Source: an optimization exercise on an open RTL-to-GDS flow (aim: small area, a short achievable clock period and few clock cycles per item). Production flows keep margins and buffers that such runs may drop. The RTL was checked by simulation tests, not by an equivalence proof against the original design.

## chien_search
module chien_search #(
    parameter int LANES = 16,
    parameter int DEPTH = 4
) (
    input  logic                 clk_i,
    input  logic                 rst_ni,
    input  logic                 start_req_i,
    input  logic                 root_ack_i,
    input  logic [119:0]         sigma_i,
    output logic                 start_ack_o,
    output logic                 root_req_o,
    output logic                 done_o,
    output logic [9:0]           root_pos_o,
    output logic [3:0]           root_count_o
);
Settings: LEC_CHECK=0, CAP_MARGIN=20, CORE_MARGIN=2, CORE_UTILIZATION=25, GPL_TIMING_DRIVEN=0, SLEW_MARGIN=20; clock period 5.0 ns.
run.sh (not shown) runs the stock make flow with config.mk's settings and CLKGATE_MAP_FILE= SYNTH_SCRIPT=/design/flow/synth_recipe.tcl, a recipe that flattens the netlist after the stock synthesis.
The first run reached the layout checks and failed them: setup timing.
Testbench counts at the start, summed over its fixed seeds: cycles 9,269, items 256.
Rerun with:
- GPL_TIMING_DRIVEN: 0 -> default
- SETUP_SLACK_MARGIN: default -> 1.0
Outcome: This time the run passed the timing, DRC and antenna checks. Global-route usage hardly moves. Final area grows by 3.0%. Die area does not change. Setup slack gets better by 1100 ps.
Rerun with:
- CAP_MARGIN: 20 -> 0
- SLEW_MARGIN: 20 -> 0
=>
- The new run produced a clean layout
- clock-buffer cell count went down by 2
- fmax barely changes
- final area hardly moves
- core utilization hardly moves
- wire length barely changes

---

Another version of the RTL of chien_search (not shown whole).
For scale: ~260 flip-flops, ~140 I/O pins, about 0.040 mm² of cells after synthesis.
make LEC_CHECK=0 ABC_AREA=1 CAP_MARGIN=20 CORE_MARGIN=2 CORE_UTILIZATION=25 SETUP_SLACK_MARGIN=1.5 SLEW_MARGIN=20 finish   # period 5.0 ns
The first run completed with no timing, DRC or antenna violations.
Testbench counts at the start, summed over its fixed seeds: cycles 7,400, items 256.
Then changed:
==> flow/flow/run.sh (new file) <==
#!/bin/bash
# The standard layout, with a small buffer (buf_1) on every port instead of the
# default delay buffer. Each tool's output goes to its own log file here.
set -e
cp standard.sh standard_sh.log
export BUFFER_PORTS_ARGS="-buffer_cell sky130_fd_sc_hd__buf_1"
bash standard.sh > standard.log 2>&1
==> flow/standard.sh (new file) <==
#!/bin/bash
# synth_recipe.tcl (not shown) runs the flow's synth.tcl, then flattens the netlist and writes it again
# the make line also repeats each setting of config.mk as NAME=value (left out here)
make -C /OpenROAD-flow-scripts/flow DESIGN_CONFIG=/design/flow/config.mk WORK_HOME=/design/flow/orfs CLKGATE_MAP_FILE= SYNTH_SCRIPT=/design/flow/synth_recipe.tcl "${@:-finish}"
Settings changed: ABC_AREA 1 to not set.
removed: flow/run.sh
The new run completed with no timing, DRC or antenna violations.
Wire length went down by 31%.
Worst hold slack is worse by 0.034 ns.
Synthesized area went down by 15%.
Global-route usage went down by 6.4 points.
Sequential share of layout area went up by 2.5 points.
First-iteration DRC count went down by 33%.
Then changed:
==> flow/run.sh (new file) <==
#!/bin/bash
# synth_recipe.tcl (not shown) runs the flow's synth.tcl, then flattens the netlist and writes it again
# the make line also repeats each setting of config.mk as NAME=value (left out here)
make -C /OpenROAD-flow-scripts/flow DESIGN_CONFIG=/design/flow/config.mk WORK_HOME=/design/flow/orfs CLKGATE_MAP_FILE= SYNTH_SCRIPT=/design/flow/synth_recipe.tcl finish
Settings changed: PLACE_DENSITY set to 0.75.
removed: flow/flow/run.sh
removed: flow/standard.sh
Sequential share of layout area fell by 0.67 points.
Setup slack improved by 0.11 ns.
Non-clock buffer count went up by 114.
Then changed:
Settings changed: PLACE_DENSITY 0.75 to not set, SETUP_SLACK_MARGIN 1.5 to 1.0.
Outcome:
- The changed run finished clean
- setup slack degrades by 0.71 ns
- cell area drops by about 9%
- maximum frequency is lower by 16%
- routed wire length came out lower by about 13%
- utilization came out lower by 3.2 points
- sequential share of layout area came out higher by 1.6 points

---

chien_search with an RTL version that a note above also has.
Size: ~3100 cells after synthesis, about 210 flip-flops, about 140 I/O pins, ~0.030 mm^2 of cells after synthesis.
export LEC_CHECK = 0
export CAP_MARGIN = 20
export CORE_MARGIN = 2
export CORE_UTILIZATION = 25
export SETUP_SLACK_MARGIN = 2.0
export SLEW_MARGIN = 20
create_clock -name core_clock -period 5.0 [get_ports {clk_i}]
Stock flow here: none of the scripts above is used.
Testbench counts at the start, summed over its fixed seeds: cycles 9,269, items 256.
Rerun with:
- ABC_CLOCK_PERIOD_IN_PS: not set -> 3000
- SETUP_SLACK_MARGIN: 2.0 -> 1.0
The new run completed with no timing, DRC or antenna violations.
Utilization is lower by 6.0 points.
Global-route usage came out lower by 1.2 points.
Design area fell by 16%.
Sequential cell count does not change.
Rerun with:
- ABC_CLOCK_PERIOD_IN_PS: 3000 -> not set
- SETUP_SLACK_MARGIN: 1.0 -> 1.5
Effect: The new run produced a clean layout. Count of clock-buffer cells in the layout is lower by 4. Global-route usage is higher by 1.8 points. Via count is higher by 6.4%. Clock skew is lower by 28 ps. Non-clock buffer count is higher by 216.
Rerun with:
- SETUP_SLACK_MARGIN: 1.5 -> not set
Result:
- synthesized cell count is unchanged
- sequential cell count stays the same
- non-clock buffer count falls by 257
- area after synthesis does not change
- first-iteration DRC count falls by 4.2%
- core utilization decreases by 4.1 points
- worst setup slack loses 970 ps
- die area is unchanged
- routed wire length went down by 10%

---

chien_search with an RTL version that a note above also has.
Size: about 140 I/O pins, about 34000 µm² of cells after synthesis.
Settings: LEC_CHECK=0, CAP_MARGIN=20, CORE_MARGIN=2, CORE_UTILIZATION=25, SETUP_SLACK_MARGIN=1.5, SLEW_MARGIN=20, TNS_END_PERCENT=5; clock period 5.0 ns.
Testbench counts at the start, summed over its fixed seeds: cycles 7,400, items 256.
Then changed:
Settings changed: TNS_END_PERCENT 5 to not set.
=>
- critical path depth came out lower by 2
- count of clock-buffer cells in the layout stays the same
- area after synthesis is unchanged
- die area is unchanged
- design area came out higher by 1.0%
- cell count stays flat
- register-to-register slack improves by 0.07 ns
- wire length hardly moves

static timing again, ports no longer ideal:
In the flow no input, the clock included, has a driving cell. The finished layouts below were timed again as built, in two steps. Step 1 sets driving cells, clkbuf_16 on the clock port and buf_2 on the other inputs (assumed; they add their load-dependent delay and slew). Step 2 adds t to the input delays and takes it off the output delays; t is the mean of the earliest and latest rising clock arrival at the registers after step 1. Input paths then give back, and output paths get back, about the clock's delay inside the block. a / b / c = no drivers / after step 1 / after step 2; a / b = the first two.
| run | t (ns) | slack for setup (ns) | worst setup path after step 2 |
|---|---|---|---|
| the first run of note 1 | 0.668 | -0.177 / -0.177 / -0.177 | register to register |
| the second run of note 1 | 0.669 | 0.897 / 0.897 / 0.897 | register to register |
| the third run of note 1 | 0.678 | 0.904 / 0.904 / 0.904 | register to register |
| the first run of note 2 | 0.679 | 1.308 / 1.308 / 0.983 | input to register |
| the second run of note 2 | 0.685 | 1.268 / 1.268 / 1.044 | input to register |
| the third run of note 2 | 0.704 | 1.377 / 1.377 / 1.011 | input to register |
| the fourth run of note 2 | 0.692 | 0.664 / 0.664 / 0.664 | register to register |
| the first run of note 3 | 0.694 | 1.358 / 1.358 / 1.358 | register to register |
| the second run of note 3 | 0.669 | 0.897 / 0.897 / 0.897 | register to register |
| the third run of note 3 | 0.666 | 1.407 / 1.407 / 1.407 | register to register |
| the fourth run of note 3 | 0.676 | 0.442 / 0.442 / 0.442 | register to register |
| the first run of note 4 | 0.704 | 1.292 / 1.292 / 0.967 | input to register |
| the second run of note 4 | 0.702 | 1.365 / 1.365 / 0.902 | input to register |
For the second run of note 4, which loses most, drivers alone change the setup slack by 0.000 ns; drivers and shift together by -0.463 ns.
